Background: an optimization exercise with open tools, aiming at small area and a short achievable clock period. Do not read the settings as production practice. RTL that was checked went through simulation tests only; none was proved equivalent to the original. Power is estimated from default activity; no workload was simulated.

Design book_top, start of the top module:
module book_top #(
  parameter int ENTRIES_N = book_cfg_pkg::DEF_ENTRIES_N,
  parameter bit IS_BID = book_cfg_pkg::DEF_IS_BID
) (
  input  logic                     i_clk,
  input  logic                     i_rst_n,
  input  logic                     i_cmd_vld,
  input  book_types_pkg::cmd_t                     i_cmd,
  input  book_types_pkg::key_t                     i_key,
  input  book_types_pkg::volume_t                  i_volume,
  output logic [ENTRIES_N-1:0]     o_vld,
  output book_types_pkg::key_t [ENTRIES_N-1:0]     o_keys,
  output book_types_pkg::volume_t [ENTRIES_N-1:0]  o_volumes,
  output book_types_pkg::listsize_t                o_listsize,
  output logic                     o_notify_vld,
  output book_types_pkg::key_t                     o_notify_key,
  output book_types_pkg::volume_t                  o_notify_volume
);
For scale: ~3600 cells after synthesis, about 29000 sq um of cells after synthesis.
Settings: LEC_CHECK=0, CAP_MARGIN=20, CORE_MARGIN=2, CORE_UTILIZATION=40, SETUP_SLACK_MARGIN=2.0, SLEW_MARGIN=20, SYNTH_HIERARCHICAL=1, TNS_END_PERCENT=10; clock period 5.5 ns.
standard.sh (not shown) runs the stock make flow with config.mk's settings and CLKGATE_MAP_FILE= SYNTH_SCRIPT=/design/flow/synth_recipe.tcl, a recipe that flattens the netlist after the stock synthesis.
==> flow/flow/run.sh <==
#!/bin/bash
# Standard layout, with the smallest buffer on every input and output port
set -e
export BUFFER_PORTS_ARGS="-buffer_cell sky130_fd_sc_hd__buf_1"
bash standard.sh > standard.log 2>&1
Edit:
--- a/flow/design.v
+++ b/flow/design.v
@@ -322,30 +322,27 @@
       else vld_nxt[i] = o_vld[i];
     end
   end
   always_ff @(posedge i_clk or negedge i_rst_n) begin
     if (!i_rst_n) o_vld <= '0;
     else o_vld <= vld_nxt;
   end
   always_ff @(posedge i_clk) begin
     o_keys <= keys_nxt;
     o_volumes <= vols_nxt;
   end
-  book_types_pkg::listsize_t size_inc, size_dec;
-  assign size_inc = o_listsize + 1'b1;
-  assign size_dec = o_listsize - 1'b1;
-  always_ff @(posedge i_clk or negedge i_rst_n) begin
-    if (!i_rst_n) o_listsize <= '0;
-    else if (op_clr) o_listsize <= '0;
-    else if (op_add && !o_vld[N-1]) o_listsize <= size_inc;
-    else if (sel_dn_k[N-1]) o_listsize <= size_dec;
+  always_comb begin
+    o_listsize = '0;
+    for (int i = 0; i < N; i++) begin
+      if (o_vld[i] && ((i == N-1) ? 1'b1 : !o_vld[(i == N-1) ? i : i+1])) o_listsize = book_types_pkg::listsize_t'(i + 1);
+    end
   end
   logic head_change;
   assign head_change = (op_clr && o_vld[0]) || mv[0] || ((op_del || op_rep) && o_vld[0] && eq[0]);
   always_ff @(posedge i_clk or negedge i_rst_n) begin
     if (!i_rst_n) o_notify_vld <= 1'b0;
     else o_notify_vld <= head_change;
   end
   always_ff @(posedge i_clk) begin
     o_notify_key <= i_key;
     o_notify_volume <= op_clr ? '0 : (op_del ? o_volumes[0] : i_volume);
   end
Result:
- combinational power grows by a little under a tenth
- register-to-register slack improved by 0.11 ns
- cell count stays flat
- total power grows slightly
- design area hardly moves
- wire length is about the same
- synthesized area is about the same
- core utilization grows by 0.12 points
- die area hardly moves
- hold slack got worse by 0.015 ns
For the first run of this note, only the layout was checked, not whether the RTL still works.

book_top, a different RTL version from the one above (not shown whole).
Size in the first run: ~3600 cells after synthesis, ~600 I/O pins, roughly 29000 µm² of cells after synthesis.
## book_top
module book_top #(
  parameter int ENTRIES_N = book_cfg_pkg::DEF_ENTRIES_N,
  parameter bit IS_BID = book_cfg_pkg::DEF_IS_BID
) (
  input  logic                     i_clk,
  input  logic                     i_rst_n,
  input  logic                     i_cmd_vld,
  input  book_types_pkg::cmd_t                     i_cmd,
  input  book_types_pkg::key_t                     i_key,
  input  book_types_pkg::volume_t                  i_volume,
  output logic [ENTRIES_N-1:0]     o_vld,
  output book_types_pkg::key_t [ENTRIES_N-1:0]     o_keys,
  output book_types_pkg::volume_t [ENTRIES_N-1:0]  o_volumes,
  output book_types_pkg::listsize_t                o_listsize,
  output logic                     o_notify_vld,
  output book_types_pkg::key_t                     o_notify_key,
  output book_types_pkg::volume_t                  o_notify_volume
);
export LEC_CHECK = 0
export CAP_MARGIN = 20
export CORE_MARGIN = 2
export CORE_UTILIZATION = 40
export CTS_BUF_LIST = sky130_fd_sc_hd__clkbuf_8
export CTS_CLUSTER_DIAMETER = 50
export CTS_CLUSTER_SIZE = 16
export SETUP_SLACK_MARGIN = 2.0
export SLEW_MARGIN = 20
export SYNTH_HIERARCHICAL = 1
export TNS_END_PERCENT = 10
create_clock -name core_clock -period 5.5 [get_ports {i_clk}]
Scripts as last shown in full above: flow/flow/run.sh
The baseline produced a clean layout.
Then changed:
--- a/flow/design.v
+++ b/flow/design.v
@@ -151,24 +151,27 @@
 module book_g_nand3 (input logic a, input logic b, input logic c, output logic y);
   assign y = ~(a & b & c);
 endmodule
 module book_g_nand4 (input logic a, input logic b, input logic c, input logic d, output logic y);
   assign y = ~(a & b & c & d);
 endmodule
 module book_g_and4 (input logic a, input logic b, input logic c, input logic d, output logic y);
   assign y = a & b & c & d;
 endmodule
 module book_g_a21oi (input logic a1, input logic a2, input logic b, output logic y);
   assign y = ~((a1 & a2) | b);
 endmodule
+module book_g_a211oi (input logic a1, input logic a2, input logic b, input logic c, output logic y);
+  assign y = ~((a1 & a2) | b | c);
+endmodule
 module book_g_a21o (input logic a1, input logic a2, input logic b, output logic y);
   assign y = (a1 & a2) | b;
 endmodule
 module book_g_a221oi (input logic a1, input logic a2, input logic b1, input logic b2, input logic c,
                       output logic y);
   assign y = ~((a1 & a2) | (b1 & b2) | c);
 endmodule
 module book_g_a221o (input logic a1, input logic a2, input logic b1, input logic b2, input logic c,
                      output logic y);
   assign y = (a1 & a2) | (b1 & b2) | c;
 endmodule
 module book_g_a32o (input logic a1, input logic a2, input logic a3, input logic b1, input logic b2,
@@ -285,26 +288,26 @@
     if (i == 0) begin : g_head
       assign sel_ins[i] = mv[i];
       assign sel_up_k[i] = 1'b0;
       assign sel_up_v[i] = 1'b0;
       assign sel_vol[i] = mv[i] | r_rep[i];
     end else begin : g_rest
       book_g_nor3 u_ins (.a(add_n), .b(keep_n[i-1]), .c(keep[i]), .y(sel_ins[i]));
       book_g_nor2 u_up_k (.a(add_n), .b(keep[i-1]), .y(sel_up_k[i]));
       book_g_nor2 u_up_v (.a(add_n), .b(keep[i-1]), .y(sel_up_v[i]));
       book_g_a32o u_vol (.a1(op_add), .a2(keep[i-1]), .a3(keep_n[i]), .b1(rv[i]), .b2(eq[i]),
                          .y(sel_vol[i]));
     end
-    book_g_nor2 u_hold_k (.a(mv[i]), .b(sel_dn_k[i]), .y(hold_k[i]));
-    book_g_nor3 u_hold_v (.a(mv[i]), .b(sel_dn_v[i]), .c(r_rep[i]), .y(hold_v[i]));
+    book_g_a21oi  u_hold_k (.a1(op_add), .a2(keep_n[i]), .b(sel_dn_k[i]), .y(hold_k[i]));
+    book_g_a211oi u_hold_v (.a1(op_add), .a2(keep_n[i]), .b(sel_dn_v[i]), .c(r_rep[i]), .y(hold_v[i]));
   end
   book_types_pkg::key_t    [N-1:0] keys_nxt;
   book_types_pkg::volume_t [N-1:0] vols_nxt;
   for (genvar i = 0; i < N; i++) begin : g_ent
     for (genvar b = 0; b < 16; b++) begin : g_bit
       book_entry_mux #(.HAS_UP(i != 0), .HAS_DN(i != N-1)) u_kmux (
         .i_sel_ins(sel_ins[i]), .i_sel_up(sel_up_k[i]), .i_sel_dn(sel_dn_k[i]), .i_sel_hold(hold_k[i]),
         .i_ins(i_key[b]), .i_up(o_keys[(i == 0) ? 0 : i-1][b]),
         .i_dn(o_keys[(i == N-1) ? i : i+1][b]), .i_hold(o_keys[i][b]),
         .o_nxt(keys_nxt[i][b]));
       book_entry_mux #(.HAS_UP(i != 0), .HAS_DN(i != N-1)) u_vmux (
         .i_sel_ins(sel_vol[i]), .i_sel_up(sel_up_v[i]), .i_sel_dn(sel_dn_v[i]), .i_sel_hold(hold_v[i]),
The new run completed with no timing, DRC or antenna violations; utilization went down by 0.38 points; count of clock-buffer cells in the layout went up by 4; power went down slightly; design area went down slightly; die area stays flat; hold slack gains 0.0093 ns; fmax went down slightly; synthesized area is about the same; final cell count went down slightly; setup slack loses 0.068 ns; first-iteration DRC count went up slightly; combinational power hardly moves; routed wire length went up slightly; critical path depth is unchanged.
No functional check of the RTL was part of the second run of this note.

==> port drivers added, routing unchanged <==
The flow's constraints put no driver on any port. The routed layouts listed below were extracted and timed again, unchanged, in two steps. Step 1 (the two cells are an assumption about what drives the block):
set clk [get_ports {i_clk}]
set_driving_cell -lib_cell sky130_fd_sc_hd__clkbuf_16 $clk
set_driving_cell -lib_cell sky130_fd_sc_hd__buf_2 [delete_from_list [all_inputs] $clk]
Step 2 also shifts input and output timing later by t, the mid clock arrival at the registers, as if the neighbouring blocks saw the same clock. Slacks: ideal ports / drivers / drivers and shift; pairs: ideal ports / drivers.
run	shift t [ns]	slack for setup (ns)	hold WS [ns]	clock arrival spread, ns	worst slew at a driven data input, ns
the first run of note 1	0.672	1.979 / 2.020 / 1.348	0.474 / 0.435 / 0.494	0.021 / 0.020	0.04
the second run of note 1	0.674	2.010 / 1.941 / 1.464	0.459 / 0.411 / 0.506	0.021 / 0.020	0.04
the first run of note 2	0.763	1.955 / 1.890 / 1.374	0.344 / 0.304 / 0.512	0.040 / 0.040	0.04
the second run of note 2	0.762	1.887 / 1.818 / 1.194	0.353 / 0.305 / 0.504	0.053 / 0.052	0.04
After both steps setup and hold are still met in every run listed. For the second run of note 2, which loses most, drivers alone change the setup slack by -0.069 ns; drivers and shift together by -0.693 ns.
